Background: an optimization exercise with open tools, aiming at small area, a short achievable clock period and few clock cycles per item. Do not read the settings as production practice.
The RTL was checked by simulation tests, not by an equivalence proof against the original design.

==> flow/design.v <==
module pipelined_floating_point_multiplier #(
  parameter int unsigned EXPONENT_WIDTH   = 8,
  parameter int unsigned MANTISSA_WIDTH   = 23,
  parameter int unsigned ROUND_TO_NEAREST = 1
) (
  input  logic        clk,
  input  logic        rst,
  input  logic        in_valid,
  output logic        in_ready,
  input  logic [31:0] a,
  input  logic [31:0] b,
  output logic        out_valid,
  input  logic        out_ready,
  output logic [31:0] out,
  output logic        underflow_flag,
  output logic        overflow_flag,
  output logic        invalid_operation_flag
);
  logic en;
  logic r2_v;
  fpm_rdy u_rdy_port (.v(r2_v), .ordy(out_ready), .rdy(in_ready));
  fpm_rdy u_rdy_en   (.v(r2_v), .ordy(out_ready), .rdy(en));
  logic        a_s, b_s;
  logic [7:0]  a_e, b_e;
  logic [22:0] a_m, b_m;
  assign {a_s, a_e, a_m} = a;
  assign {b_s, b_e, b_m} = b;
  logic a_e1, b_e1, a_ez, b_ez;
  assign a_e1 = &a_e;
  assign b_e1 = &b_e;
  assign a_ez = ~|a_e;
  assign b_ez = ~|b_e;
  logic [25:0] yy;
  logic [11:0] c_bone, c_btwo, c_bneg;
  assign yy = {1'b1, b_m, 1'b0};
  always_comb begin
    for (int k = 0; k < 12; k++) begin
      c_bone[k] = yy[2*k+1] ^ yy[2*k];
      c_btwo[k] = (yy[2*k+2] & ~yy[2*k+1] & ~yy[2*k]) | (~yy[2*k+2] & yy[2*k+1] & yy[2*k]);
      c_bneg[k] = yy[2*k+2];
    end
  end
  logic        r0_v;
  logic        r0_s;
  logic        r0_a_e1, r0_a_ez, r0_b_e1, r0_b_ez;
  logic [8:0]  r0_es;
  logic [22:0] r0_ma;
  logic [11:0] r0_bone, r0_btwo, r0_bneg;
  always_ff @(posedge clk or posedge rst) begin
    if (rst)     r0_v <= 1'b0;
    else if (en) r0_v <= in_valid;
  end
  always_ff @(posedge clk) begin
    if (en) begin
      r0_s    <= a_s ^ b_s;
      r0_a_e1 <= a_e1;
      r0_a_ez <= a_ez;
      r0_b_e1 <= b_e1;
      r0_b_ez <= b_ez;
      r0_es   <= {1'b0, a_e} + {1'b0, b_e};
      r0_ma   <= a_m;
      r0_bone <= c_bone;
      r0_btwo <= c_btwo;
      r0_bneg <= c_bneg;
    end
  end
  logic [47:15] ps, pc;
  logic         pcin;
  fpm_sigmul u_mul (.x(r0_ma), .bone(r0_bone), .btwo(r0_btwo), .bneg(r0_bneg),
                    .s(ps), .c(pc), .cin(pcin));
  logic [22:0] ym;
  always_comb begin
    for (int k = 0; k < 12; k++) begin
      if (2*k+1 <= 22) ym[2*k+1] = r0_bneg[k];
      ym[2*k] = r0_bone[k] ^ ((k == 0) ? 1'b0 : r0_bneg[(k == 0) ? 0 : k-1]);
    end
  end
  logic [23:0] za, zb;
  logic        z22, z23;
  always_comb begin
    for (int i = 0; i < 24; i++) begin
      za[i] = ~|({1'b0, r0_ma} & ((24'd1 << i) - 24'd1));
      zb[i] = ~|({1'b0, ym} & ((24'd1 << i) - 24'd1));
    end
    z22 = 1'b0;
    z23 = 1'b0;
    for (int i = 0; i <= 22; i++) z22 = z22 | (za[i] & zb[22-i]);
    for (int i = 0; i <= 23; i++) z23 = z23 | (za[i] & zb[23-i]);
  end
  logic a_nan, b_nan, a_inf, b_inf;
  logic c_nan, c_inf, c_zero, c_inv;
  logic a_mz, b_mz;
  always_comb begin
    a_mz   = ~|r0_ma;
    b_mz   = ~|ym;
    a_nan  = r0_a_e1 && !a_mz;
    b_nan  = r0_b_e1 && !b_mz;
    a_inf  = r0_a_e1 && a_mz;
    b_inf  = r0_b_e1 && b_mz;
    c_nan  = 1'b0;
    c_inf  = 1'b0;
    c_zero = 1'b0;
    c_inv  = 1'b0;
    if (a_nan || b_nan) begin
      c_nan = 1'b1;
      c_inv = (a_nan && !r0_ma[22]) || (b_nan && !ym[22]);
    end else if ((a_inf && r0_b_ez) || (r0_a_ez && b_inf)) begin
      c_nan = 1'b1;
      c_inv = 1'b1;
    end else if (a_inf || b_inf) begin
      c_inf = 1'b1;
    end else if (r0_a_ez || r0_b_ez) begin
      c_zero = 1'b1;
    end
  end
  logic        r1_s, r1_nan, r1_inf, r1_zero, r1_inv;
  logic [8:0]  r1_es;
  logic [47:15] r1_ps, r1_pc;
  logic         r1_cin;
  logic        r1_st0, r1_st1;
  logic        r1_v;
  always_ff @(posedge clk or posedge rst) begin
    if (rst)     r1_v <= 1'b0;
    else if (en) r1_v <= r0_v;
  end
  always_ff @(posedge clk) begin
    if (en) begin
      r1_s    <= r0_s;
      r1_nan  <= c_nan;
      r1_inf  <= c_inf;
      r1_zero <= c_zero;
      r1_inv  <= c_inv;
      r1_es   <= r0_es;
      r1_ps   <= ps;
      r1_pc   <= pc;
      r1_cin  <= pcin;
      r1_st0  <= !z22;              
      r1_st1  <= !z23;              
    end
  end
  logic [47:15] r1_p;
  assign r1_p = r1_ps + r1_pc + 33'(r1_cin);
  logic        hi;
  logic [22:0] man_h, man_l;
  logic        rnd_h, rnd_l;
  logic [23:0] mr_h, mr_l;
  logic [22:0] man_r;
  logic        cy;
  logic        uf, of;
  logic [7:0]  e_p1, e_p2, e_out;
  logic [7:0]  e_0;
  logic        uf0, uf1, of0, of1, m0, m1;
  always_comb begin
    e_0 = r1_es[7:0] + 8'd129;       
    uf0 = r1_es < 9'd128;            
    uf1 = r1_es < 9'd127;            
    of0 = r1_es >= 9'd382;           
    of1 = r1_es >= 9'd381;           
    m0  = r1_es == 9'd381;           
    m1  = r1_es == 9'd380;           
  end
  always_comb begin
    hi    = r1_p[47];
    man_h = r1_p[46:24];
    man_l = r1_p[45:23];
    rnd_h = r1_p[23] && (r1_st1 || man_h[0]);
    rnd_l = r1_p[22] && (r1_st0 || man_l[0]);
    mr_h  = {1'b0, man_h} + 24'(rnd_h);
    mr_l  = {1'b0, man_l} + 24'(rnd_l);
    man_r = hi ? mr_h[22:0] : mr_l[22:0];
    cy    = hi ? mr_h[23] : mr_l[23];
    uf    = hi ? uf1 : uf0;
    of    = hi ? (of1 || (m1 && mr_h[23])) : (of0 || (m0 && mr_l[23]));
    e_p1  = r1_es[7:0] + 8'd130;
    e_p2  = r1_es[7:0] + 8'd131;
    e_out = (hi && cy) ? e_p2 : (hi || cy) ? e_p1 : e_0;
  end
  logic [31:0] o_d;
  logic        uf_d, of_d, inv_d;
  always_comb begin
    o_d   = {r1_s, e_out, man_r};
    uf_d  = 1'b0;
    of_d  = 1'b0;
    inv_d = 1'b0;
    if (r1_nan) begin
      o_d   = 32'hFFC00000;
      inv_d = r1_inv;
    end else if (r1_inf) begin
      o_d = {r1_s, 8'hFF, 23'd0};
    end else if (r1_zero) begin
      o_d = {r1_s, 31'd0};
    end else if (uf) begin
      o_d  = {r1_s, 31'd0};
      uf_d = 1'b1;
    end else if (of) begin
      o_d  = {r1_s, 8'hFF, 23'd0};
      of_d = 1'b1;
    end
  end
  logic [31:0] r2_o;
  logic        r2_uf, r2_of, r2_inv;
  always_ff @(posedge clk or posedge rst) begin
    if (rst)     r2_v <= 1'b0;
    else if (en) r2_v <= r1_v;
  end
  always_ff @(posedge clk) begin
    if (en) begin
      r2_o   <= o_d;
      r2_uf  <= uf_d;
      r2_of  <= of_d;
      r2_inv <= inv_d;
    end
  end
  assign out                    = r2_o;
  assign underflow_flag         = r2_uf;
  assign overflow_flag          = r2_of;
  assign invalid_operation_flag = r2_inv;
  assign out_valid = r2_v;
endmodule
module fpm_rdy (
  input  logic v,
  input  logic ordy,
  output logic rdy
);
  assign rdy = !(v && !ordy);
endmodule
module fpm_sigmul (
  input  logic [22:0] x,
  input  logic [11:0] bone, btwo, bneg,
  output logic [47:15] s, c,
  output logic cin
);
  logic [23:0] xx;
  assign xx = {1'b1, x};
  logic [24:0] pp0;
  logic [24:0] pp1;
  logic [24:0] pp2;
  logic [24:0] pp3;
  logic [24:0] pp4;
  logic [24:0] pp5;
  logic [24:0] pp6;
  logic [24:0] pp7;
  logic [24:0] pp8;
  logic [24:0] pp9;
  logic [24:0] pp10;
  logic [24:0] pp11;
  always_comb begin
    pp0 = ({1'b0, xx} & {25{bone[0]}} | {xx, 1'b0} & {25{btwo[0]}}) ^ {25{bneg[0]}};
    pp1 = ({1'b0, xx} & {25{bone[1]}} | {xx, 1'b0} & {25{btwo[1]}}) ^ {25{bneg[1]}};
    pp2 = ({1'b0, xx} & {25{bone[2]}} | {xx, 1'b0} & {25{btwo[2]}}) ^ {25{bneg[2]}};
    pp3 = ({1'b0, xx} & {25{bone[3]}} | {xx, 1'b0} & {25{btwo[3]}}) ^ {25{bneg[3]}};
    pp4 = ({1'b0, xx} & {25{bone[4]}} | {xx, 1'b0} & {25{btwo[4]}}) ^ {25{bneg[4]}};
    pp5 = ({1'b0, xx} & {25{bone[5]}} | {xx, 1'b0} & {25{btwo[5]}}) ^ {25{bneg[5]}};
    pp6 = ({1'b0, xx} & {25{bone[6]}} | {xx, 1'b0} & {25{btwo[6]}}) ^ {25{bneg[6]}};
    pp7 = ({1'b0, xx} & {25{bone[7]}} | {xx, 1'b0} & {25{btwo[7]}}) ^ {25{bneg[7]}};
    pp8 = ({1'b0, xx} & {25{bone[8]}} | {xx, 1'b0} & {25{btwo[8]}}) ^ {25{bneg[8]}};
    pp9 = ({1'b0, xx} & {25{bone[9]}} | {xx, 1'b0} & {25{btwo[9]}}) ^ {25{bneg[9]}};
    pp10 = ({1'b0, xx} & {25{bone[10]}} | {xx, 1'b0} & {25{btwo[10]}}) ^ {25{bneg[10]}};
    pp11 = ({1'b0, xx} & {25{bone[11]}} | {xx, 1'b0} & {25{btwo[11]}}) ^ {25{bneg[11]}};
  end
  wire s1, c2;
  fpm_ha u_s1 (.a(bneg[8]), .b(pp0[16]), .s(s1), .c(c2));
  wire s3, c4;
  fpm_ha u_s3 (.a(pp0[17]), .b(pp1[15]), .s(s3), .c(c4));
  wire s5, c6;
  fpm_fa u_s5 (.a(bneg[9]), .b(pp0[18]), .ci(pp1[16]), .s(s5), .co(c6));
  wire s7, c8;
  fpm_ha u_s7 (.a(pp2[14]), .b(pp3[12]), .s(s7), .c(c8));
  wire s9, c10;
  fpm_fa u_s9 (.a(pp0[19]), .b(pp1[17]), .ci(pp2[15]), .s(s9), .co(c10));
  wire s11, c12;
  fpm_ha u_s11 (.a(pp3[13]), .b(pp4[11]), .s(s11), .c(c12));
  wire s13, c14;
  fpm_fa u_s13 (.a(bneg[10]), .b(pp0[20]), .ci(pp1[18]), .s(s13), .co(c14));
  wire s15, c16;
  fpm_fa u_s15 (.a(pp2[16]), .b(pp3[14]), .ci(pp4[12]), .s(s15), .co(c16));
  wire s17, c18;
  fpm_ha u_s17 (.a(pp5[10]), .b(pp6[8]), .s(s17), .c(c18));
  wire s19, c20;
  fpm_fa u_s19 (.a(pp0[21]), .b(pp1[19]), .ci(pp2[17]), .s(s19), .co(c20));
  wire s21, c22;
  fpm_fa u_s21 (.a(pp3[15]), .b(pp4[13]), .ci(pp5[11]), .s(s21), .co(c22));
  wire s23, c24;
  fpm_ha u_s23 (.a(pp6[9]), .b(pp7[7]), .s(s23), .c(c24));
  wire s25, c26;
  fpm_fa u_s25 (.a(bneg[11]), .b(pp0[22]), .ci(pp1[20]), .s(s25), .co(c26));
  wire s27, c28;
  fpm_fa u_s27 (.a(pp2[18]), .b(pp3[16]), .ci(pp4[14]), .s(s27), .co(c28));
  wire s29, c30;
  fpm_fa u_s29 (.a(pp5[12]), .b(pp6[10]), .ci(pp7[8]), .s(s29), .co(c30));
  wire s31, c32;
  fpm_ha u_s31 (.a(pp8[6]), .b(pp9[4]), .s(s31), .c(c32));
  wire s33, c34;
  fpm_fa u_s33 (.a(pp0[23]), .b(pp1[21]), .ci(pp2[19]), .s(s33), .co(c34));
  wire s35, c36;
  fpm_fa u_s35 (.a(pp3[17]), .b(pp4[15]), .ci(pp5[13]), .s(s35), .co(c36));
  wire s37, c38;
  fpm_fa u_s37 (.a(pp6[11]), .b(pp7[9]), .ci(pp8[7]), .s(s37), .co(c38));
  wire s39, c40;
  fpm_ha u_s39 (.a(pp9[5]), .b(pp10[3]), .s(s39), .c(c40));
  wire s41, c42;
  fpm_fa u_s41 (.a(x[0]), .b(pp0[24]), .ci(pp1[22]), .s(s41), .co(c42));
  wire s43, c44;
  fpm_fa u_s43 (.a(pp2[20]), .b(pp3[18]), .ci(pp4[16]), .s(s43), .co(c44));
  wire s45, c46;
  fpm_fa u_s45 (.a(pp5[14]), .b(pp6[12]), .ci(pp7[10]), .s(s45), .co(c46));
  wire s47, c48;
  fpm_fa u_s47 (.a(pp8[8]), .b(pp9[6]), .ci(pp10[4]), .s(s47), .co(c48));
  wire s49, c50;
  fpm_fa u_s49 (.a(x[1]), .b(bneg[0]), .ci(pp1[23]), .s(s49), .co(c50));
  wire s51, c52;
  fpm_fa u_s51 (.a(pp2[21]), .b(pp3[19]), .ci(pp4[17]), .s(s51), .co(c52));
  wire s53, c54;
  fpm_fa u_s53 (.a(pp5[15]), .b(pp6[13]), .ci(pp7[11]), .s(s53), .co(c54));
  wire s55, c56;
  fpm_fa u_s55 (.a(pp8[9]), .b(pp9[7]), .ci(pp10[5]), .s(s55), .co(c56));
  wire s57, c58;
  fpm_fa u_s57 (.a(x[2]), .b(bneg[0]), .ci(pp1[24]), .s(s57), .co(c58));
  wire s59, c60;
  fpm_fa u_s59 (.a(pp2[22]), .b(pp3[20]), .ci(pp4[18]), .s(s59), .co(c60));
  wire s61, c62;
  fpm_fa u_s61 (.a(pp5[16]), .b(pp6[14]), .ci(pp7[12]), .s(s61), .co(c62));
  wire s63, c64;
  fpm_fa u_s63 (.a(pp8[10]), .b(pp9[8]), .ci(pp10[6]), .s(s63), .co(c64));
  wire s65, c66;
  fpm_fa u_s65 (.a(x[3]), .b(~bneg[1]), .ci(~bneg[0]), .s(s65), .co(c66));
  wire s67, c68;
  fpm_fa u_s67 (.a(pp2[23]), .b(pp3[21]), .ci(pp4[19]), .s(s67), .co(c68));
  wire s69, c70;
  fpm_fa u_s69 (.a(pp5[17]), .b(pp6[15]), .ci(pp7[13]), .s(s69), .co(c70));
  wire s71, c72;
  fpm_fa u_s71 (.a(pp8[11]), .b(pp9[9]), .ci(pp10[7]), .s(s71), .co(c72));
  wire s73, c74;
  fpm_fa u_s73 (.a(x[4]), .b(1'b1), .ci(pp2[24]), .s(s73), .co(c74));
  wire s75, c76;
  fpm_fa u_s75 (.a(pp3[22]), .b(pp4[20]), .ci(pp5[18]), .s(s75), .co(c76));
  wire s77, c78;
  fpm_fa u_s77 (.a(pp6[16]), .b(pp7[14]), .ci(pp8[12]), .s(s77), .co(c78));
  wire s79, c80;
  fpm_ha u_s79 (.a(pp9[10]), .b(pp10[8]), .s(s79), .c(c80));
  wire s81, c82;
  fpm_fa u_s81 (.a(x[5]), .b(~bneg[2]), .ci(pp3[23]), .s(s81), .co(c82));
  wire s83, c84;
  fpm_fa u_s83 (.a(pp4[21]), .b(pp5[19]), .ci(pp6[17]), .s(s83), .co(c84));
  wire s85, c86;
  fpm_fa u_s85 (.a(pp7[15]), .b(pp8[13]), .ci(pp9[11]), .s(s85), .co(c86));
  wire s87, c88;
  fpm_fa u_s87 (.a(x[6]), .b(1'b1), .ci(pp3[24]), .s(s87), .co(c88));
  wire s89, c90;
  fpm_fa u_s89 (.a(pp4[22]), .b(pp5[20]), .ci(pp6[18]), .s(s89), .co(c90));
  wire s91, c92;
  fpm_ha u_s91 (.a(pp7[16]), .b(pp8[14]), .s(s91), .c(c92));
  wire s93, c94;
  fpm_fa u_s93 (.a(x[7]), .b(~bneg[3]), .ci(pp4[23]), .s(s93), .co(c94));
  wire s95, c96;
  fpm_fa u_s95 (.a(pp5[21]), .b(pp6[19]), .ci(pp7[17]), .s(s95), .co(c96));
  wire s97, c98;
  fpm_fa u_s97 (.a(x[8]), .b(1'b1), .ci(pp4[24]), .s(s97), .co(c98));
  wire s99, c100;
  fpm_ha u_s99 (.a(pp5[22]), .b(pp6[20]), .s(s99), .c(c100));
  wire s101, c102;
  fpm_fa u_s101 (.a(x[9]), .b(~bneg[4]), .ci(pp5[23]), .s(s101), .co(c102));
  wire s103, c104;
  fpm_ha u_s103 (.a(x[10]), .b(1'b1), .s(s103), .c(c104));
  wire s105, c106;
  fpm_ha u_s105 (.a(bneg[5]), .b(pp0[10]), .s(s105), .c(c106));
  wire s107, c108;
  fpm_ha u_s107 (.a(pp0[11]), .b(pp1[9]), .s(s107), .c(c108));
  wire s109, c110;
  fpm_fa u_s109 (.a(bneg[6]), .b(pp0[12]), .ci(pp1[10]), .s(s109), .co(c110));
  wire s111, c112;
  fpm_ha u_s111 (.a(pp2[8]), .b(pp3[6]), .s(s111), .c(c112));
  wire s113, c114;
  fpm_fa u_s113 (.a(pp0[13]), .b(pp1[11]), .ci(pp2[9]), .s(s113), .co(c114));
  wire s115, c116;
  fpm_ha u_s115 (.a(pp3[7]), .b(pp4[5]), .s(s115), .c(c116));
  wire s117, c118;
  fpm_fa u_s117 (.a(bneg[7]), .b(pp0[14]), .ci(pp1[12]), .s(s117), .co(c118));
  wire s119, c120;
  fpm_fa u_s119 (.a(pp2[10]), .b(pp3[8]), .ci(pp4[6]), .s(s119), .co(c120));
  wire s121, c122;
  fpm_ha u_s121 (.a(pp5[4]), .b(pp6[2]), .s(s121), .c(c122));
  wire s123, c124;
  fpm_fa u_s123 (.a(pp0[15]), .b(pp1[13]), .ci(pp2[11]), .s(s123), .co(c124));
  wire s125, c126;
  fpm_fa u_s125 (.a(pp3[9]), .b(pp4[7]), .ci(pp5[5]), .s(s125), .co(c126));
  wire s127, c128;
  fpm_ha u_s127 (.a(pp6[3]), .b(pp7[1]), .s(s127), .c(c128));
  wire s129, c130;
  fpm_fa u_s129 (.a(pp1[14]), .b(pp2[12]), .ci(pp3[10]), .s(s129), .co(c130));
  wire s131, c132;
  fpm_fa u_s131 (.a(pp4[8]), .b(pp5[6]), .ci(pp6[4]), .s(s131), .co(c132));
  wire s133, c134;
  fpm_fa u_s133 (.a(pp7[2]), .b(pp8[0]), .ci(s1), .s(s133), .co(c134));
  wire s135, c136;
  fpm_fa u_s135 (.a(pp2[13]), .b(pp3[11]), .ci(pp4[9]), .s(s135), .co(c136));
  wire s137, c138;
  fpm_fa u_s137 (.a(pp5[7]), .b(pp6[5]), .ci(pp7[3]), .s(s137), .co(c138));
  wire s139, c140;
  fpm_fa u_s139 (.a(pp8[1]), .b(c2), .ci(s3), .s(s139), .co(c140));
  wire s141, c142;
  fpm_fa u_s141 (.a(pp4[10]), .b(pp5[8]), .ci(pp6[6]), .s(s141), .co(c142));
  wire s143, c144;
  fpm_fa u_s143 (.a(pp7[4]), .b(pp8[2]), .ci(pp9[0]), .s(s143), .co(c144));
  wire s145, c146;
  fpm_fa u_s145 (.a(c4), .b(s7), .ci(s5), .s(s145), .co(c146));
  wire s147, c148;
  fpm_fa u_s147 (.a(pp5[9]), .b(pp6[7]), .ci(pp7[5]), .s(s147), .co(c148));
  wire s149, c150;
  fpm_fa u_s149 (.a(pp8[3]), .b(pp9[1]), .ci(c8), .s(s149), .co(c150));
  wire s151, c152;
  fpm_fa u_s151 (.a(s11), .b(c6), .ci(s9), .s(s151), .co(c152));
  wire s153, c154;
  fpm_fa u_s153 (.a(pp7[6]), .b(pp8[4]), .ci(pp9[2]), .s(s153), .co(c154));
  wire s155, c156;
  fpm_fa u_s155 (.a(pp10[0]), .b(c12), .ci(s17), .s(s155), .co(c156));
  wire s157, c158;
  fpm_fa u_s157 (.a(c10), .b(s13), .ci(s15), .s(s157), .co(c158));
  wire s159, c160;
  fpm_fa u_s159 (.a(pp8[5]), .b(pp9[3]), .ci(pp10[1]), .s(s159), .co(c160));
  wire s161, c162;
  fpm_fa u_s161 (.a(c18), .b(s23), .ci(c14), .s(s161), .co(c162));
  wire s163, c164;
  fpm_fa u_s163 (.a(c16), .b(s19), .ci(s21), .s(s163), .co(c164));
  wire s165, c166;
  fpm_fa u_s165 (.a(pp10[2]), .b(pp11[0]), .ci(c24), .s(s165), .co(c166));
  wire s167, c168;
  fpm_fa u_s167 (.a(s31), .b(c20), .ci(c22), .s(s167), .co(c168));
  wire s169, c170;
  fpm_fa u_s169 (.a(s25), .b(s27), .ci(s29), .s(s169), .co(c170));
  wire s171, c172;
  fpm_fa u_s171 (.a(pp11[1]), .b(c32), .ci(s39), .s(s171), .co(c172));
  wire s173, c174;
  fpm_fa u_s173 (.a(c26), .b(c28), .ci(c30), .s(s173), .co(c174));
  wire s175, c176;
  fpm_fa u_s175 (.a(s33), .b(s35), .ci(s37), .s(s175), .co(c176));
  wire s177, c178;
  fpm_fa u_s177 (.a(pp11[2]), .b(c40), .ci(c34), .s(s177), .co(c178));
  wire s179, c180;
  fpm_fa u_s179 (.a(c36), .b(c38), .ci(s41), .s(s179), .co(c180));
  wire s181, c182;
  fpm_fa u_s181 (.a(s43), .b(s45), .ci(s47), .s(s181), .co(c182));
  wire s183, c184;
  fpm_fa u_s183 (.a(pp11[3]), .b(s49), .ci(c42), .s(s183), .co(c184));
  wire s185, c186;
  fpm_fa u_s185 (.a(c44), .b(c46), .ci(c48), .s(s185), .co(c186));
  wire s187, c188;
  fpm_fa u_s187 (.a(s51), .b(s53), .ci(s55), .s(s187), .co(c188));
  wire s189, c190;
  fpm_fa u_s189 (.a(pp11[4]), .b(s57), .ci(c50), .s(s189), .co(c190));
  wire s191, c192;
  fpm_fa u_s191 (.a(c52), .b(c54), .ci(c56), .s(s191), .co(c192));
  wire s193, c194;
  fpm_fa u_s193 (.a(s59), .b(s61), .ci(s63), .s(s193), .co(c194));
  wire s195, c196;
  fpm_fa u_s195 (.a(pp11[5]), .b(s65), .ci(c58), .s(s195), .co(c196));
  wire s197, c198;
  fpm_fa u_s197 (.a(c60), .b(c62), .ci(c64), .s(s197), .co(c198));
  wire s199, c200;
  fpm_fa u_s199 (.a(s67), .b(s69), .ci(s71), .s(s199), .co(c200));
  wire s201, c202;
  fpm_fa u_s201 (.a(pp11[6]), .b(c66), .ci(s79), .s(s201), .co(c202));
  wire s203, c204;
  fpm_fa u_s203 (.a(s73), .b(c68), .ci(c70), .s(s203), .co(c204));
  wire s205, c206;
  fpm_fa u_s205 (.a(c72), .b(s75), .ci(s77), .s(s205), .co(c206));
  wire s207, c208;
  fpm_fa u_s207 (.a(pp10[9]), .b(pp11[7]), .ci(c80), .s(s207), .co(c208));
  wire s209, c210;
  fpm_fa u_s209 (.a(s81), .b(c74), .ci(c76), .s(s209), .co(c210));
  wire s211, c212;
  fpm_fa u_s211 (.a(c78), .b(s83), .ci(s85), .s(s211), .co(c212));
  wire s213, c214;
  fpm_fa u_s213 (.a(pp9[12]), .b(pp10[10]), .ci(pp11[8]), .s(s213), .co(c214));
  wire s215, c216;
  fpm_fa u_s215 (.a(s91), .b(s87), .ci(c82), .s(s215), .co(c216));
  wire s217, c218;
  fpm_fa u_s217 (.a(c84), .b(c86), .ci(s89), .s(s217), .co(c218));
  wire s219, c220;
  fpm_fa u_s219 (.a(pp8[15]), .b(pp9[13]), .ci(pp10[11]), .s(s219), .co(c220));
  wire s221, c222;
  fpm_fa u_s221 (.a(pp11[9]), .b(c92), .ci(s93), .s(s221), .co(c222));
  wire s223, c224;
  fpm_fa u_s223 (.a(c88), .b(c90), .ci(s95), .s(s223), .co(c224));
  wire s225, c226;
  fpm_fa u_s225 (.a(pp7[18]), .b(pp8[16]), .ci(pp9[14]), .s(s225), .co(c226));
  wire s227, c228;
  fpm_fa u_s227 (.a(pp10[12]), .b(pp11[10]), .ci(s99), .s(s227), .co(c228));
  wire s229, c230;
  fpm_fa u_s229 (.a(s97), .b(c94), .ci(c96), .s(s229), .co(c230));
  wire s231, c232;
  fpm_fa u_s231 (.a(pp6[21]), .b(pp7[19]), .ci(pp8[17]), .s(s231), .co(c232));
  wire s233, c234;
  fpm_fa u_s233 (.a(pp9[15]), .b(pp10[13]), .ci(pp11[11]), .s(s233), .co(c234));
  wire s235, c236;
  fpm_fa u_s235 (.a(c100), .b(s101), .ci(c98), .s(s235), .co(c236));
  wire s237, c238;
  fpm_fa u_s237 (.a(s103), .b(pp5[24]), .ci(pp6[22]), .s(s237), .co(c238));
  wire s239, c240;
  fpm_fa u_s239 (.a(pp7[20]), .b(pp8[18]), .ci(pp9[16]), .s(s239), .co(c240));
  wire s241, c242;
  fpm_fa u_s241 (.a(pp10[14]), .b(pp11[12]), .ci(c102), .s(s241), .co(c242));
  wire s243, c244;
  fpm_fa u_s243 (.a(x[11]), .b(c104), .ci(~bneg[5]), .s(s243), .co(c244));
  wire s245, c246;
  fpm_fa u_s245 (.a(pp6[23]), .b(pp7[21]), .ci(pp8[19]), .s(s245), .co(c246));
  wire s247, c248;
  fpm_fa u_s247 (.a(pp9[17]), .b(pp10[15]), .ci(pp11[13]), .s(s247), .co(c248));
  wire s249, c250;
  fpm_fa u_s249 (.a(x[12]), .b(1'b1), .ci(pp6[24]), .s(s249), .co(c250));
  wire s251, c252;
  fpm_fa u_s251 (.a(pp7[22]), .b(pp8[20]), .ci(pp9[18]), .s(s251), .co(c252));
  wire s253, c254;
  fpm_ha u_s253 (.a(pp10[16]), .b(pp11[14]), .s(s253), .c(c254));
  wire s255, c256;
  fpm_fa u_s255 (.a(x[13]), .b(~bneg[6]), .ci(pp7[23]), .s(s255), .co(c256));
  wire s257, c258;
  fpm_fa u_s257 (.a(pp8[21]), .b(pp9[19]), .ci(pp10[17]), .s(s257), .co(c258));
  wire s259, c260;
  fpm_fa u_s259 (.a(x[14]), .b(1'b1), .ci(pp7[24]), .s(s259), .co(c260));
  wire s261, c262;
  fpm_ha u_s261 (.a(pp8[22]), .b(pp9[20]), .s(s261), .c(c262));
  wire s263, c264;
  fpm_fa u_s263 (.a(x[15]), .b(~bneg[7]), .ci(pp8[23]), .s(s263), .co(c264));
  wire s265, c266;
  fpm_ha u_s265 (.a(x[16]), .b(1'b1), .s(s265), .c(c266));
  wire s267, c268;
  fpm_ha u_s267 (.a(bneg[3]), .b(pp0[6]), .s(s267), .c(c268));
  wire s269, c270;
  fpm_ha u_s269 (.a(pp0[7]), .b(pp1[5]), .s(s269), .c(c270));
  wire s271, c272;
  fpm_fa u_s271 (.a(bneg[4]), .b(pp0[8]), .ci(pp1[6]), .s(s271), .co(c272));
  wire s273, c274;
  fpm_ha u_s273 (.a(pp2[4]), .b(pp3[2]), .s(s273), .c(c274));
  wire s275, c276;
  fpm_fa u_s275 (.a(pp0[9]), .b(pp1[7]), .ci(pp2[5]), .s(s275), .co(c276));
  wire s277, c278;
  fpm_ha u_s277 (.a(pp3[3]), .b(pp4[1]), .s(s277), .c(c278));
  wire s279, c280;
  fpm_fa u_s279 (.a(pp1[8]), .b(pp2[6]), .ci(pp3[4]), .s(s279), .co(c280));
  wire s281, c282;
  fpm_fa u_s281 (.a(pp4[2]), .b(pp5[0]), .ci(s105), .s(s281), .co(c282));
  wire s283, c284;
  fpm_fa u_s283 (.a(pp2[7]), .b(pp3[5]), .ci(pp4[3]), .s(s283), .co(c284));
  wire s285, c286;
  fpm_fa u_s285 (.a(pp5[1]), .b(c106), .ci(s107), .s(s285), .co(c286));
  wire s287, c288;
  fpm_fa u_s287 (.a(pp4[4]), .b(pp5[2]), .ci(pp6[0]), .s(s287), .co(c288));
  wire s289, c290;
  fpm_fa u_s289 (.a(c108), .b(s111), .ci(s109), .s(s289), .co(c290));
  wire s291, c292;
  fpm_fa u_s291 (.a(pp5[3]), .b(pp6[1]), .ci(c112), .s(s291), .co(c292));
  wire s293, c294;
  fpm_fa u_s293 (.a(s115), .b(c110), .ci(s113), .s(s293), .co(c294));
  wire s295, c296;
  fpm_fa u_s295 (.a(pp7[0]), .b(c116), .ci(s121), .s(s295), .co(c296));
  wire s297, c298;
  fpm_fa u_s297 (.a(c114), .b(s117), .ci(s119), .s(s297), .co(c298));
  wire s299, c300;
  fpm_fa u_s299 (.a(c122), .b(s127), .ci(c118), .s(s299), .co(c300));
  wire s301, c302;
  fpm_fa u_s301 (.a(c120), .b(s123), .ci(s125), .s(s301), .co(c302));
  wire s303, c304;
  fpm_fa u_s303 (.a(c128), .b(c124), .ci(c126), .s(s303), .co(c304));
  wire s305, c306;
  fpm_fa u_s305 (.a(s129), .b(s131), .ci(s133), .s(s305), .co(c306));
  wire s307, c308;
  fpm_fa u_s307 (.a(c130), .b(c132), .ci(s135), .s(s307), .co(c308));
  wire s309, c310;
  fpm_fa u_s309 (.a(s137), .b(c134), .ci(s139), .s(s309), .co(c310));
  wire s311, c312;
  fpm_fa u_s311 (.a(c136), .b(c138), .ci(s141), .s(s311), .co(c312));
  wire s313, c314;
  fpm_fa u_s313 (.a(s143), .b(c140), .ci(s145), .s(s313), .co(c314));
  wire s315, c316;
  fpm_fa u_s315 (.a(c142), .b(c144), .ci(s147), .s(s315), .co(c316));
  wire s317, c318;
  fpm_fa u_s317 (.a(s149), .b(c146), .ci(s151), .s(s317), .co(c318));
  wire s319, c320;
  fpm_fa u_s319 (.a(c148), .b(s153), .ci(c150), .s(s319), .co(c320));
  wire s321, c322;
  fpm_fa u_s321 (.a(s155), .b(c152), .ci(s157), .s(s321), .co(c322));
  wire s323, c324;
  fpm_fa u_s323 (.a(c154), .b(s159), .ci(c156), .s(s323), .co(c324));
  wire s325, c326;
  fpm_fa u_s325 (.a(s161), .b(c158), .ci(s163), .s(s325), .co(c326));
  wire s327, c328;
  fpm_fa u_s327 (.a(c160), .b(s165), .ci(c162), .s(s327), .co(c328));
  wire s329, c330;
  fpm_fa u_s329 (.a(c164), .b(s167), .ci(s169), .s(s329), .co(c330));
  wire s331, c332;
  fpm_fa u_s331 (.a(c166), .b(s171), .ci(c168), .s(s331), .co(c332));
  wire s333, c334;
  fpm_fa u_s333 (.a(c170), .b(s173), .ci(s175), .s(s333), .co(c334));
  wire s335, c336;
  fpm_fa u_s335 (.a(c172), .b(s177), .ci(c174), .s(s335), .co(c336));
  wire s337, c338;
  fpm_fa u_s337 (.a(c176), .b(s179), .ci(s181), .s(s337), .co(c338));
  wire s339, c340;
  fpm_fa u_s339 (.a(c178), .b(s183), .ci(c180), .s(s339), .co(c340));
  wire s341, c342;
  fpm_fa u_s341 (.a(c182), .b(s185), .ci(s187), .s(s341), .co(c342));
  wire s343, c344;
  fpm_fa u_s343 (.a(c184), .b(c186), .ci(s189), .s(s343), .co(c344));
  wire s345, c346;
  fpm_fa u_s345 (.a(c188), .b(s191), .ci(s193), .s(s345), .co(c346));
  wire s347, c348;
  fpm_fa u_s347 (.a(s195), .b(c190), .ci(c192), .s(s347), .co(c348));
  wire s349, c350;
  fpm_fa u_s349 (.a(c194), .b(s197), .ci(s199), .s(s349), .co(c350));
  wire s351, c352;
  fpm_fa u_s351 (.a(s201), .b(c196), .ci(c198), .s(s351), .co(c352));
  wire s353, c354;
  fpm_fa u_s353 (.a(c200), .b(s203), .ci(s205), .s(s353), .co(c354));
  wire s355, c356;
  fpm_fa u_s355 (.a(s207), .b(c202), .ci(c204), .s(s355), .co(c356));
  wire s357, c358;
  fpm_fa u_s357 (.a(c206), .b(s209), .ci(s211), .s(s357), .co(c358));
  wire s359, c360;
  fpm_fa u_s359 (.a(s213), .b(c208), .ci(c210), .s(s359), .co(c360));
  wire s361, c362;
  fpm_fa u_s361 (.a(s215), .b(c212), .ci(s217), .s(s361), .co(c362));
  wire s363, c364;
  fpm_fa u_s363 (.a(c214), .b(s219), .ci(s221), .s(s363), .co(c364));
  wire s365, c366;
  fpm_fa u_s365 (.a(c216), .b(c218), .ci(s223), .s(s365), .co(c366));
  wire s367, c368;
  fpm_fa u_s367 (.a(c220), .b(s225), .ci(s227), .s(s367), .co(c368));
  wire s369, c370;
  fpm_fa u_s369 (.a(c222), .b(c224), .ci(s229), .s(s369), .co(c370));
  wire s371, c372;
  fpm_fa u_s371 (.a(c226), .b(s231), .ci(s233), .s(s371), .co(c372));
  wire s373, c374;
  fpm_fa u_s373 (.a(c228), .b(c230), .ci(s235), .s(s373), .co(c374));
  wire s375, c376;
  fpm_fa u_s375 (.a(c232), .b(c234), .ci(s237), .s(s375), .co(c376));
  wire s377, c378;
  fpm_fa u_s377 (.a(s239), .b(s241), .ci(c236), .s(s377), .co(c378));
  wire s379, c380;
  fpm_fa u_s379 (.a(s243), .b(c238), .ci(c240), .s(s379), .co(c380));
  wire s381, c382;
  fpm_fa u_s381 (.a(s245), .b(s247), .ci(c242), .s(s381), .co(c382));
  wire s383, c384;
  fpm_fa u_s383 (.a(c244), .b(s253), .ci(s249), .s(s383), .co(c384));
  wire s385, c386;
  fpm_fa u_s385 (.a(c246), .b(c248), .ci(s251), .s(s385), .co(c386));
  wire s387, c388;
  fpm_fa u_s387 (.a(pp11[15]), .b(c254), .ci(s255), .s(s387), .co(c388));
  wire s389, c390;
  fpm_fa u_s389 (.a(c250), .b(c252), .ci(s257), .s(s389), .co(c390));
  wire s391, c392;
  fpm_fa u_s391 (.a(pp10[18]), .b(pp11[16]), .ci(s261), .s(s391), .co(c392));
  wire s393, c394;
  fpm_fa u_s393 (.a(s259), .b(c256), .ci(c258), .s(s393), .co(c394));
  wire s395, c396;
  fpm_fa u_s395 (.a(pp9[21]), .b(pp10[19]), .ci(pp11[17]), .s(s395), .co(c396));
  wire s397, c398;
  fpm_fa u_s397 (.a(c262), .b(s263), .ci(c260), .s(s397), .co(c398));
  wire s399, c400;
  fpm_fa u_s399 (.a(s265), .b(pp8[24]), .ci(pp9[22]), .s(s399), .co(c400));
  wire s401, c402;
  fpm_fa u_s401 (.a(pp10[20]), .b(pp11[18]), .ci(c264), .s(s401), .co(c402));
  wire s403, c404;
  fpm_fa u_s403 (.a(x[17]), .b(c266), .ci(~bneg[8]), .s(s403), .co(c404));
  wire s405, c406;
  fpm_fa u_s405 (.a(pp9[23]), .b(pp10[21]), .ci(pp11[19]), .s(s405), .co(c406));
  wire s407, c408;
  fpm_fa u_s407 (.a(x[18]), .b(1'b1), .ci(pp9[24]), .s(s407), .co(c408));
  wire s409, c410;
  fpm_ha u_s409 (.a(pp10[22]), .b(pp11[20]), .s(s409), .c(c410));
  wire s411, c412;
  fpm_fa u_s411 (.a(x[19]), .b(~bneg[9]), .ci(pp10[23]), .s(s411), .co(c412));
  wire s413, c414;
  fpm_ha u_s413 (.a(x[20]), .b(1'b1), .s(s413), .c(c414));
  wire s415, c416;
  fpm_ha u_s415 (.a(bneg[2]), .b(pp0[4]), .s(s415), .c(c416));
  wire s417, c418;
  fpm_ha u_s417 (.a(pp0[5]), .b(pp1[3]), .s(s417), .c(c418));
  wire s419, c420;
  fpm_fa u_s419 (.a(pp1[4]), .b(pp2[2]), .ci(pp3[0]), .s(s419), .co(c420));
  wire s421, c422;
  fpm_fa u_s421 (.a(pp2[3]), .b(pp3[1]), .ci(c268), .s(s421), .co(c422));
  wire s423, c424;
  fpm_fa u_s423 (.a(pp4[0]), .b(c270), .ci(s273), .s(s423), .co(c424));
  wire s425, c426;
  fpm_fa u_s425 (.a(c274), .b(s277), .ci(c272), .s(s425), .co(c426));
  wire s427, c428;
  fpm_fa u_s427 (.a(c278), .b(c276), .ci(s279), .s(s427), .co(c428));
  wire s429, c430;
  fpm_fa u_s429 (.a(c280), .b(s283), .ci(c282), .s(s429), .co(c430));
  wire s431, c432;
  fpm_fa u_s431 (.a(c284), .b(s287), .ci(c286), .s(s431), .co(c432));
  wire s433, c434;
  fpm_fa u_s433 (.a(c288), .b(s291), .ci(c290), .s(s433), .co(c434));
  wire s435, c436;
  fpm_fa u_s435 (.a(c292), .b(s295), .ci(c294), .s(s435), .co(c436));
  wire s437, c438;
  fpm_fa u_s437 (.a(c296), .b(s299), .ci(c298), .s(s437), .co(c438));
  wire s439, c440;
  fpm_fa u_s439 (.a(c300), .b(c302), .ci(s303), .s(s439), .co(c440));
  wire s441, c442;
  fpm_fa u_s441 (.a(c304), .b(s307), .ci(c306), .s(s441), .co(c442));
  wire s443, c444;
  fpm_fa u_s443 (.a(c308), .b(s311), .ci(c310), .s(s443), .co(c444));
  wire s445, c446;
  fpm_fa u_s445 (.a(c312), .b(s315), .ci(c314), .s(s445), .co(c446));
  wire s447, c448;
  fpm_fa u_s447 (.a(c316), .b(s319), .ci(c318), .s(s447), .co(c448));
  wire s449, c450;
  fpm_fa u_s449 (.a(s323), .b(c320), .ci(c322), .s(s449), .co(c450));
  wire s451, c452;
  fpm_fa u_s451 (.a(c324), .b(s327), .ci(c326), .s(s451), .co(c452));
  wire s453, c454;
  fpm_fa u_s453 (.a(c328), .b(s331), .ci(c330), .s(s453), .co(c454));
  wire s455, c456;
  fpm_fa u_s455 (.a(c332), .b(s335), .ci(c334), .s(s455), .co(c456));
  wire s457, c458;
  fpm_fa u_s457 (.a(c336), .b(s339), .ci(c338), .s(s457), .co(c458));
  wire s459, c460;
  fpm_fa u_s459 (.a(c340), .b(s343), .ci(c342), .s(s459), .co(c460));
  wire s461, c462;
  fpm_fa u_s461 (.a(c344), .b(s347), .ci(c346), .s(s461), .co(c462));
  wire s463, c464;
  fpm_fa u_s463 (.a(c348), .b(s351), .ci(c350), .s(s463), .co(c464));
  wire s465, c466;
  fpm_fa u_s465 (.a(s355), .b(c352), .ci(c354), .s(s465), .co(c466));
  wire s467, c468;
  fpm_fa u_s467 (.a(s359), .b(c356), .ci(c358), .s(s467), .co(c468));
  wire s469, c470;
  fpm_fa u_s469 (.a(s363), .b(c360), .ci(c362), .s(s469), .co(c470));
  wire s471, c472;
  fpm_fa u_s471 (.a(s367), .b(c364), .ci(c366), .s(s471), .co(c472));
  wire s473, c474;
  fpm_fa u_s473 (.a(s371), .b(c368), .ci(c370), .s(s473), .co(c474));
  wire s475, c476;
  fpm_fa u_s475 (.a(c372), .b(s375), .ci(c374), .s(s475), .co(c476));
  wire s477, c478;
  fpm_fa u_s477 (.a(c376), .b(s379), .ci(s381), .s(s477), .co(c478));
  wire s479, c480;
  fpm_fa u_s479 (.a(s383), .b(c380), .ci(s385), .s(s479), .co(c480));
  wire s481, c482;
  fpm_fa u_s481 (.a(s387), .b(c384), .ci(c386), .s(s481), .co(c482));
  wire s483, c484;
  fpm_fa u_s483 (.a(s391), .b(c388), .ci(c390), .s(s483), .co(c484));
  wire s485, c486;
  fpm_fa u_s485 (.a(s395), .b(c392), .ci(c394), .s(s485), .co(c486));
  wire s487, c488;
  fpm_fa u_s487 (.a(c396), .b(s399), .ci(s401), .s(s487), .co(c488));
  wire s489, c490;
  fpm_fa u_s489 (.a(s403), .b(c400), .ci(s405), .s(s489), .co(c490));
  wire s491, c492;
  fpm_fa u_s491 (.a(c404), .b(s409), .ci(s407), .s(s491), .co(c492));
  wire s493, c494;
  fpm_fa u_s493 (.a(pp11[21]), .b(c410), .ci(s411), .s(s493), .co(c494));
  wire s495, c496;
  fpm_fa u_s495 (.a(s413), .b(pp10[24]), .ci(pp11[22]), .s(s495), .co(c496));
  wire s497, c498;
  fpm_fa u_s497 (.a(x[21]), .b(c414), .ci(~bneg[10]), .s(s497), .co(c498));
  wire s499, c500;
  fpm_ha u_s499 (.a(x[22]), .b(1'b1), .s(s499), .c(c500));
  wire s501, c502;
  fpm_ha u_s501 (.a(bneg[1]), .b(pp0[2]), .s(s501), .c(c502));
  wire s503, c504;
  fpm_ha u_s503 (.a(pp0[3]), .b(pp1[1]), .s(s503), .c(c504));
  wire s505, c506;
  fpm_fa u_s505 (.a(pp1[2]), .b(pp2[0]), .ci(s415), .s(s505), .co(c506));
  wire s507, c508;
  fpm_fa u_s507 (.a(pp2[1]), .b(c416), .ci(s417), .s(s507), .co(c508));
  wire s509, c510;
  fpm_fa u_s509 (.a(c418), .b(s267), .ci(s419), .s(s509), .co(c510));
  wire s511, c512;
  fpm_fa u_s511 (.a(s269), .b(c420), .ci(s421), .s(s511), .co(c512));
  wire s513, c514;
  fpm_fa u_s513 (.a(s271), .b(c422), .ci(s423), .s(s513), .co(c514));
  wire s515, c516;
  fpm_fa u_s515 (.a(s275), .b(c424), .ci(s425), .s(s515), .co(c516));
  wire s517, c518;
  fpm_fa u_s517 (.a(s281), .b(c426), .ci(s427), .s(s517), .co(c518));
  wire s519, c520;
  fpm_fa u_s519 (.a(s285), .b(c428), .ci(s429), .s(s519), .co(c520));
  wire s521, c522;
  fpm_fa u_s521 (.a(s289), .b(s431), .ci(c430), .s(s521), .co(c522));
  wire s523, c524;
  fpm_fa u_s523 (.a(s293), .b(c432), .ci(s433), .s(s523), .co(c524));
  wire s525, c526;
  fpm_fa u_s525 (.a(s297), .b(s435), .ci(c434), .s(s525), .co(c526));
  wire s527, c528;
  fpm_fa u_s527 (.a(s301), .b(s437), .ci(c436), .s(s527), .co(c528));
  wire s529, c530;
  fpm_fa u_s529 (.a(s305), .b(c438), .ci(s439), .s(s529), .co(c530));
  wire s531, c532;
  fpm_fa u_s531 (.a(s309), .b(c440), .ci(s441), .s(s531), .co(c532));
  wire s533, c534;
  fpm_fa u_s533 (.a(s313), .b(c442), .ci(s443), .s(s533), .co(c534));
  wire s535, c536;
  fpm_fa u_s535 (.a(s317), .b(c444), .ci(s445), .s(s535), .co(c536));
  wire s537, c538;
  fpm_fa u_s537 (.a(s321), .b(c446), .ci(s447), .s(s537), .co(c538));
  wire s539, c540;
  fpm_fa u_s539 (.a(s325), .b(c448), .ci(s449), .s(s539), .co(c540));
  wire s541, c542;
  fpm_fa u_s541 (.a(s329), .b(s451), .ci(c450), .s(s541), .co(c542));
  wire s543, c544;
  fpm_fa u_s543 (.a(s333), .b(s453), .ci(c452), .s(s543), .co(c544));
  wire s545, c546;
  fpm_fa u_s545 (.a(s337), .b(s455), .ci(c454), .s(s545), .co(c546));
  wire s547, c548;
  fpm_fa u_s547 (.a(s341), .b(c456), .ci(s457), .s(s547), .co(c548));
  wire s549, c550;
  fpm_fa u_s549 (.a(s345), .b(c458), .ci(s459), .s(s549), .co(c550));
  wire s551, c552;
  fpm_fa u_s551 (.a(s349), .b(c460), .ci(s461), .s(s551), .co(c552));
  wire s553, c554;
  fpm_fa u_s553 (.a(s353), .b(c462), .ci(s463), .s(s553), .co(c554));
  wire s555, c556;
  fpm_fa u_s555 (.a(s357), .b(s465), .ci(c464), .s(s555), .co(c556));
  wire s557, c558;
  fpm_fa u_s557 (.a(s361), .b(s467), .ci(c466), .s(s557), .co(c558));
  wire s559, c560;
  fpm_fa u_s559 (.a(s365), .b(s469), .ci(c468), .s(s559), .co(c560));
  wire s561, c562;
  fpm_fa u_s561 (.a(s369), .b(s471), .ci(c470), .s(s561), .co(c562));
  wire s563, c564;
  fpm_fa u_s563 (.a(s373), .b(s473), .ci(c472), .s(s563), .co(c564));
  wire s565, c566;
  fpm_fa u_s565 (.a(s377), .b(s475), .ci(c474), .s(s565), .co(c566));
  wire s567, c568;
  fpm_fa u_s567 (.a(c378), .b(s477), .ci(c476), .s(s567), .co(c568));
  wire s569, c570;
  fpm_fa u_s569 (.a(c382), .b(s479), .ci(c478), .s(s569), .co(c570));
  wire s571, c572;
  fpm_fa u_s571 (.a(s389), .b(s481), .ci(c480), .s(s571), .co(c572));
  wire s573, c574;
  fpm_fa u_s573 (.a(s393), .b(s483), .ci(c482), .s(s573), .co(c574));
  wire s575, c576;
  fpm_fa u_s575 (.a(s397), .b(s485), .ci(c484), .s(s575), .co(c576));
  wire s577, c578;
  fpm_fa u_s577 (.a(c398), .b(s487), .ci(c486), .s(s577), .co(c578));
  wire s579, c580;
  fpm_fa u_s579 (.a(c402), .b(s489), .ci(c488), .s(s579), .co(c580));
  wire s581, c582;
  fpm_fa u_s581 (.a(c406), .b(s491), .ci(c490), .s(s581), .co(c582));
  wire s583, c584;
  fpm_fa u_s583 (.a(c408), .b(s493), .ci(c492), .s(s583), .co(c584));
  wire s585, c586;
  fpm_fa u_s585 (.a(c412), .b(s495), .ci(c494), .s(s585), .co(c586));
  wire s587, c588;
  fpm_fa u_s587 (.a(pp11[23]), .b(s497), .ci(c496), .s(s587), .co(c588));
  wire s589, c590;
  fpm_fa u_s589 (.a(s499), .b(pp11[24]), .ci(c498), .s(s589), .co(c590));
  wire s591, c592;
  fpm_fa u_s591 (.a(1'b1), .b(c500), .ci(~bneg[11]), .s(s591), .co(c592));
  logic [47:0] r0, r1;
  logic [15:0] lsum;
  assign r0 = {c590, c588, c586, c584, c582, c580, c578, c576, c574, c572, c570, c568, c566, c564, c562, c560, c558, c556, c554, c552, c550, c548, c546, c544, c542, c540, c538, c536, c534, c532, c530, c528, c526, c524, c522, c520, c518, c516, c514, c512, c510, c508, c506, c504, c502, s501, pp0[1], bneg[0]};
  assign r1 = {s591, s589, s587, s585, s583, s581, s579, s577, s575, s573, s571, s569, s567, s565, s563, s561, s559, s557, s555, s553, s551, s549, s547, s545, s543, s541, s539, s537, s535, s533, s531, s529, s527, s525, s523, s521, s519, s517, s515, s513, s511, s509, s507, s505, s503, pp1[0], 1'b0, pp0[0]};
  assign lsum = {1'b0, r0[14:0]} + {1'b0, r1[14:0]};
  assign cin = lsum[15];
  assign s = r0[47:15];
  assign c = r1[47:15];
endmodule
module fpm_fa (
  input  logic a, b, ci,
  output logic s, co
);
  assign s  = a ^ b ^ ci;
  assign co = (a & b) | (a & ci) | (b & ci);
endmodule
module fpm_ha (
  input  logic a, b,
  output logic s, c
);
  assign s = a ^ b;
  assign c = a & b;
endmodule
==> flow/flow/run.sh <==
#!/bin/bash
# Standard layout, with the port buffers as buf_2 cells instead of the
# default choice. Each tool's output goes to a log file in this folder.
set -e

export BUFFER_PORTS_ARGS="-buffer_cell sky130_fd_sc_hd__buf_2"
bash standard.sh > standard.log 2>&1
==> flow/standard.sh <==
#!/bin/bash
# synth_recipe.tcl (not shown) runs the flow's synth.tcl, then flattens the netlist and writes it again
# the make line also repeats each setting of config.mk as NAME=value (left out here)
make -C /OpenROAD-flow-scripts/flow DESIGN_CONFIG=/design/flow/config.mk WORK_HOME=/design/flow/orfs CLKGATE_MAP_FILE= SYNTH_SCRIPT=/design/flow/synth_recipe.tcl "${@:-finish}"
==> flow/config.mk <==
export PLATFORM = sky130hd
export DESIGN_NAME = pipelined_floating_point_multiplier
export DESIGN_NICKNAME = pipelined_floating_point_multiplier
export VERILOG_FILES = /design/flow/design.v
export SDC_FILE = /design/flow/constraint.sdc
export NUM_CORES = 4
export LEC_CHECK = 0
export CAP_MARGIN = 20
export CORE_MARGIN = 2
export CORE_UTILIZATION = 40
export SETUP_SLACK_MARGIN = 4.8
export SLEW_MARGIN = 20
export SYNTH_HIERARCHICAL = 1
==> flow/constraint.sdc <==
create_clock -name core_clock -period 9.0 [get_ports {clk}]
set_input_delay 1.8000 -clock core_clock [delete_from_list [all_inputs] [get_ports {clk}]]
set_output_delay 1.8000 -clock core_clock [all_outputs]
set_load 0.01 [all_outputs]
==> results.py, run 1 <==
metrics = {
    "status": {
        "status": "no timing/DRC/antenna violations",
    },
    "placed_design": {
        "place.gp.congestion": 0.900,
        "portBuffers": 104,
        "place_ws_ns": 4.30,
        "numPlacedInstances": 2834,
        "postPlaceCellArea_um2": 23800,
        "hpwl_mm": 43.8,
    },
    "timing": {
        "timing.final.crit_period_ns": 4.14,
        "finalCritPeriodShare_pct": 46.0,
        "setup_viol": 0,
        "slew-limit-headroom_pct": 20.6,
        "clock.fmax_ghz": 0.242,
        "worst_clock_skew_ns": 0.0213,
        "final_critical_path_setup_slack_ns": 4.86,
        "rsz0062_at_grt": "yes",
        "max_slew.worst_pin.slew_ns": 1.19,
        "slew_violations": 0,
        "tns_ns": 0,
        "finalHoldViolCount": 0,
    },
    "floorplan": {
        "die-height_um": 244,
        "num_rows": 88,
        "die_area_um2": 59700,
        "initial_core_util_pct": 40.3,
        "die_x_um": 244,
        "ios": 105,
        "core_um2": 57400,
    },
    "worst_setup_path": {
        "crit_end": "r1_pc[25]$_DFFE_PP_",
        "rrSetupSlack_ns": 4.86,
        "arrival_ns": 4.36,
        "worstReg2RegEnd": "r1_pc[25]$_DFFE_PP_",
        "endpoint_kind": "flop",
        "r2r_cells": 7,
        "crit_fanout": 13,
        "worst_ep_required_time_ns": 9.23,
        "start_kind": "flop",
        "critPathKind": "flop to flop",
        "rr_startpoint": "r0_btwo[1]$_DFFE_PP_",
        "crit_start": "r0_btwo[1]$_DFFE_PP_",
    },
    "synth": {
        "synth_cells": 2115,
        "synth_fa_ha_area_share_pct": 28.1,
        "synth.yosys.warnings": 8,
        "ys_async_sr_fraction_pct": 1.55,
        "synth_area_um2": 23100,
        "synth_flop_cell": "edfxtp_1",
        "synth-simple-area-share_pct": 8.87,
        "synth-seq-cells": 193,
        "syn_area_per_cell_um2": 10.9,
        "synth_top_family_by_area": "adder cells",
        "seq_area_frac_synth_pct": 25.0,
        "muxShareOfSynthArea_pct": 0.336,
        "synth_xor_area_share_pct": 14.1,
        "ys_types": 105,
        "synth_edf_count": 190,
        "synth_compound_area_share_pct": 17.3,
    },
    "clock_tree": {
        "cts_tree": "built",
        "cts_sinks": 193,
        "cts_buffers": 17,
        "cts_max_path_buffers": 2,
        "clock_latency_ns": 0.52,
        "clkTransAtPathRegs_ns": 0.10,
        "h-tree-depth": 4,
        "cts-root-buf": "clkbuf_16",
    },
    "final_layout": {
        "n_antenna_cell": 0,
        "drive_gt1_share_pct": 15.4,
        "fin_nets": 2543,
        "fillers": 5386,
        "final_core_util_pct": 43.6,
        "fin_area_um2": 25000,
        "final_common_cell": "xnor2_1",
        "area_growth_pct": 8.14,
        "final_cell_mix": "321 x xnor2_1, 266 x a22oi_1, 265 x fa_1",
        "fin_cells": 2893,
    },
    "route": {
        "wl_per_cell_um": 23.6,
        "ant_nets": 0,
        "drt-pass1-iter-count": 7,
        "totalWireLength_mm": 68.2,
        "drt_iter0_drc": 1699,
        "via_per_inst": 6.02,
        "drc_errors": 0,
        "dr_total_vias": 17400,
    },
    "job": {
        "max_cap_viol_count": 0,
    },
    "global_routing": {
        "grt_usage_pct": 22.8,
        "antenna_found_initial": 0,
        "grt_max_degree": 134,
        "grt_pass1_wl_mm": 104,
        "grt_pass1_vias": 17700,
        "grt_remaining_overflow": 0,
    },
    "hold_path": {
        "holdCritPathClass": "flop to flop",
    },
}
[critical path, cell delays in order (launching register included)]
cell and delay (ns):
edfxtp_1 0.78, a21oi_1 0.20, xnor2_1 0.33, fa_1 0.50, fa_1 0.57, fa_1 0.46
fa_1 0.53, fa_1 0.47
[worst min path at each step]
stage                                  start            endpoint  slack [ns]  cells past startpoint
after floorplan           r0_es[0]$_DFFE_PP_  r1_es[0]$_DFFE_PP_        0.40                      0
after global placement        r0_s$_DFFE_PP_      r1_s$_DFFE_PP_        0.40                      0
after detailed placement      r0_s$_DFFE_PP_      r1_s$_DFFE_PP_        0.41                      0
after CTS                     r0_s$_DFFE_PP_      r1_s$_DFFE_PP_        0.43                      0
after global routing      r0_es[8]$_DFFE_PP_  r1_es[8]$_DFFE_PP_        0.44                      0
final                     r0_es[5]$_DFFE_PP_  r1_es[5]$_DFFE_PP_        0.43                      0
[state kept, by name, indices dropped and copies added (netlist names), 11 cells and up]
signal,cells
r0_bneg,11
r1_pc,33
r1_ps,33
r0_btwo,12
r0_ma,23
r2_o,32
r0_bone,12
[layer usage]
layer / global-route usage [%] / wire length, um
met1: 31.0 / 29100
met2: 35.5 / 31100
met3: 5.54 / 5890
met4: 8.07 / 2040
met5: 0 / 0
[Yosys stat by module, one instance, submodules excluded]
module	flops+latches	cell area (um^2)	cells inside	times used
pipelined_floating_point_multiplier	193	11200	986	1
fpm_ha	0	12.5	1	32
fpm_fa	0	20.0	1	264
fpm_sigmul	0	6190	831	1
fpm_rdy	0	6.26	1	2
[what timing repair did]
| action | in CTS | in global routing |
|---|---|---|
| gates cloned | 0 | 3 |
| setup endpoints to repair | 28 | 45 |
| endpoints found under the hold margin | 0 | 0 |
| hold buffers | 0 | 0 |
| pin swaps | 3 | 28 |
| buffers inserted | 4 | 19 |
| resized for setup | 7 | 51 |
[metrics by stage]
stage	hold slack (ns)
after CTS	0.430
after global routing	0.443
final	0.427
after detailed placement	0.408
after floorplan	0.400
after global placement	0.402
[synth_stat cells, types with 7 or more instances]
cell type  count  share of area, %
a211oi_1      24              0.78
fa_1         265                23
nand3b_1      11              0.36
and3_1        12              0.32
o21ai_0       50               1.1
buf_2        121               2.6
a21oi_1       83               1.8
clkbuf_1       9              0.15
nand2_1       89               1.4
o21a_1        14              0.45
nand4_1       22              0.60
edfxtp_1     190                25
o211a_1        7              0.30
and2_1         9              0.24
nand2b_1      14              0.38
inv_1         39              0.63
xnor2_1      325                12
or3_1         10              0.27
or4_1          9              0.29
o21ai_1        8              0.17
a22oi_1      267               8.7
nor3_1        37              0.80
ha_1          95               5.1
nand3_1       21              0.45
a21o_1        10              0.32
buf_4         83               2.7
o211ai_1       9              0.29
xor2_1        39               1.5
nor2_1        84               1.4
o21bai_1       7              0.23
[area by class of cell]
cell class                 instances  area [um^2]  share of cell area (%)
tap                              765          957                    3.83
clock inverter                    15          241                   0.966
clock buffer                      17          425                    1.70
multi-input combinational       1679        16300                    65.1
timing repair buffer             185         1170                    4.68
inverter                          39          146                   0.586
sequential                       193         5780                    23.1
[logic make-up after synthesis]
family / count (synthesis)
AOI/OAI and AO/OA: 553
and+or+nand+nor: 375
xor gates and xnor gates: 368
adders and majority gates: 360
buffers and inverters: 257
DFF: 193
muxes: 7
other: 2
Testbench counts, summed over its fixed seeds: cycles 12,024, items 12,000.
==> inputs of run 2 (changes only) <==
==> flow/flow/run.sh (replaced) <==
#!/bin/bash
# Standard layout, with the port buffers as buf_1 cells instead of the
# default choice. Each tool's output goes to a log file in this folder.
set -e

export BUFFER_PORTS_ARGS="-buffer_cell sky130_fd_sc_hd__buf_1"
bash standard.sh > standard.log 2>&1
--- a/flow/config.mk
+++ b/flow/config.mk
@@ -9,5 +9,5 @@
 export CORE_MARGIN = 2
 export CORE_UTILIZATION = 40
-export SETUP_SLACK_MARGIN = 4.8
+export SETUP_SLACK_MARGIN = 5.0
 export SLEW_MARGIN = 20
 export SYNTH_HIERARCHICAL = 1
==> results.py, run 2 <==
metrics = {
    "timing": {
        "worst_clock_skew_ns": 0.0228,
        "final_critical_path_setup_slack_ns": 5.05,
        "finalHoldViolCount": 0,
        "max_slew.worst_pin.slew_ns": 0.846,
        "clock.fmax_ghz": 0.253,
        "setup_viol": 0,
        "tns_ns": 0,
        "slew-limit-headroom_pct": 43.6,
        "rsz0062_at_grt": "yes",
        "whs_ns": 0.427,
        "timing.final.crit_period_ns": 3.95,
        "slew_violations": 0,
        "finalCritPeriodShare_pct": 43.9,
    },
    "worst_setup_path": {
        "start_kind": "primary input",
        "r2r_cells": 8,
        "crit_fanout": 2,
        "worstReg2RegEnd": "r1_pc[25]$_DFFE_PP_",
        "endpoint_kind": "primary output",
        "critPathKind": "primary input to primary output",
        "rrSetupSlack_ns": 5.09,
        "arrival_ns": 2.15,
        "rr_startpoint": "r0_ma[22]$_DFFE_PP_",
        "worst_ep_required_time_ns": 7.20,
        "crit_start": "out_ready",
    },
    "clock_tree": {
        "cts_hold_buf": 0,
        "clock_latency_ns": 0.51,
        "h-tree-depth": 4,
        "cts-root-buf": "clkbuf_16",
        "cts_max_path_buffers": 2,
        "clkTransAtPathRegs_ns": 0.09,
        "cts_buffers": 17,
        "cts_sinks": 193,
        "cts_tree": "built",
    },
    "synth": {
        "synth-seq-cells": 193,
        "synth_commonest_cells": "325 x xnor2_1, 267 x a22oi_1, 265 x fa_1",
        "yosysMostFrequentCell": "xnor2_1",
        "synth_edf_count": 190,
        "synth.yosys.warnings": 8,
        "synth_area_um2": 23100,
        "ys_async_sr_fraction_pct": 1.55,
        "synth_top_area_share_pct": 24.7,
        "synth_flop_cell": "edfxtp_1",
        "synth_cells": 2115,
        "yosys-top-cells-area": "edfxtp_1 25%, fa_1 23%, xnor2_1 12%",
        "ys_types": 105,
        "synth_top_area_cell": "edfxtp_1",
        "syn_area_per_cell_um2": 10.9,
        "seq_area_frac_synth_pct": 25.0,
    },
    "floorplan": {
        "initial_core_util_pct": 40.3,
        "ios": 105,
        "num_rows": 88,
        "die_x_um": 244,
        "die-height_um": 244,
        "core_um2": 57400,
        "die_area_um2": 59700,
    },
    "route": {
        "drc_errors": 0,
        "drt-pass1-iter-count": 6,
        "wl_per_cell_um": 23.4,
        "dr_total_vias": 17400,
        "via_per_inst": 5.97,
        "ant_nets": 0,
        "totalWireLength_mm": 68.5,
        "drt_iter0_drc": 1794,
    },
    "hold_path": {
        "hold_path.startpoint": "r0_es[0]$_DFFE_PP_",
        "holdCritPathClass": "flop to flop",
        "holdPathEnd": "r1_es[0]$_DFFE_PP_",
        "hold_depth": 0,
    },
    "global_routing": {
        "grt_pass1_wl_mm": 106,
        "grt_usage_pct": 23.0,
        "antenna_found_initial": 2,
        "grt_pass1_vias": 18100,
        "grt_max_degree": 134,
        "grt_remaining_overflow": 0,
    },
    "placed_design": {
        "postPlaceCellArea_um2": 23700,
        "numPlacedInstances": 2834,
        "place.gp.congestion": 0.927,
        "hpwl_mm": 43.9,
        "place_ws_ns": 4.32,
        "portBuffers": 104,
    },
    "final_layout": {
        "final_core_util_pct": 44.2,
        "final_common_cell": "xnor2_1",
        "fin_nets": 2572,
        "fin_area_um2": 25400,
        "multi_input_comb_area_um2": 16500,
        "area_growth_pct": 9.70,
        "n_antenna_cell": 0,
        "reg_top3": "r1_pc: 33 flops, r1_ps: 33 flops, r2_o: 32 flops",
        "fin_cells": 2922,
        "register_area_um2": 5780,
        "drive_gt1_share_pct": 13.5,
        "fillers": 5348,
        "final_cell_mix": "321 x xnor2_1, 265 x fa_1, 263 x a22oi_1",
    },
    "job": {
        "max_cap_viol_count": 0,
    },
    "status": {
        "status": "no timing/DRC/antenna violations",
    },
}
run 2: cell type report:
type / count / area share (%)
Clock buffer: 17 / 1.68
Clock inverter: 15 / 0.898
Inverter: 39 / 0.577
Multi-Input combinational cell: 1679 / 65.0
Sequential cell: 193 / 22.8
Tap cell: 765 / 3.78
Timing Repair Buffer: 214 / 5.29
run 2: logic make-up after synthesis:
family          after synthesis  synth area share, %
mux                           7                0.336
compound gates              553                 17.3
other cells                   2               0.0325
fa+ha+maj                   360                 28.1
xor+xnor                    368                 14.1
flops                       193                 25.0
simple gates                375                 8.87
buf+inv                     257                 6.31
run 2: layer usage:
| layer | vias up | part of all wire, % | global-route usage (%) |
|---|---|---|---|
| met3 | 184 | 9.4 | 6.17 |
| met4 | 4 | 3.2 | 8.63 |
| met1 | 8676 | 43 | 31.0 |
| met2 | 924 | 45 | 35.6 |
| li1 | 7650 | - | - |
| met5 | - | 0.034 | 0 |
run 2: critical path: stages:
cell      delay, ns
buf_1          0.08
nand2b_1       0.14
clkbuf_2       0.14
run 2: per-module statistics from Yosys, one instance, submodules excluded:
module                               flops+latches  times used  area, um^2  cells
pipelined_floating_point_multiplier            193           1       11200    986
fpm_sigmul                                       0           1        6190    831
fpm_fa                                           0         264        20.0      1
fpm_ha                                           0          32        12.5      1
fpm_rdy                                          0           2        6.26      1
run 2: worst max path at each step:
stage                     slack (ns)                endpoint
after floorplan                 5.24                in_ready
after global placement          4.37  r2_o[22]$_SDFFCE_PP1P_
after detailed placement        4.32  r2_o[22]$_SDFFCE_PP1P_
after CTS                       4.98  r2_o[30]$_SDFFCE_PP1P_
after global routing            4.94   r2_o[9]$_SDFFCE_PP0P_
final                           5.05                in_ready
run 2: timing repair:
item | in CTS | in global routing
gates cloned | 2 | 1
buffers inserted | 17 | 34
endpoints found under the hold margin | 0 | 0
pin swaps | 20 | 36
endpoints found under the setup margin | 44 | 39
gates resized for setup | 39 | 91

static timing again, ports no longer ideal:
No port has a modelled driver above. Below, the same layouts with a new extraction and two added sets of constraints.
Step 1 sets driving cells, clkbuf_16 on the clock port and buf_2 on the other inputs (assumed; they add their load-dependent delay and slew).
Step 2 also shifts input and output timing later by t, the mid clock arrival at the registers, as if the neighbouring blocks saw the same clock.
Three values: ideal ports, drivers, drivers and shift; two values: the first two.
run	t (ns)	setup WS [ns]	clock arrival spread, ns
run 1	0.568	4.861 / 4.861 / 4.861	0.021 / 0.021
run 2	0.566	5.047 / 5.025 / 5.025	0.023 / 0.023
After both steps setup and hold are still met in every run listed. For run 2, which loses most, drivers alone change the setup slack by -0.022 ns; drivers and shift together by -0.022 ns.
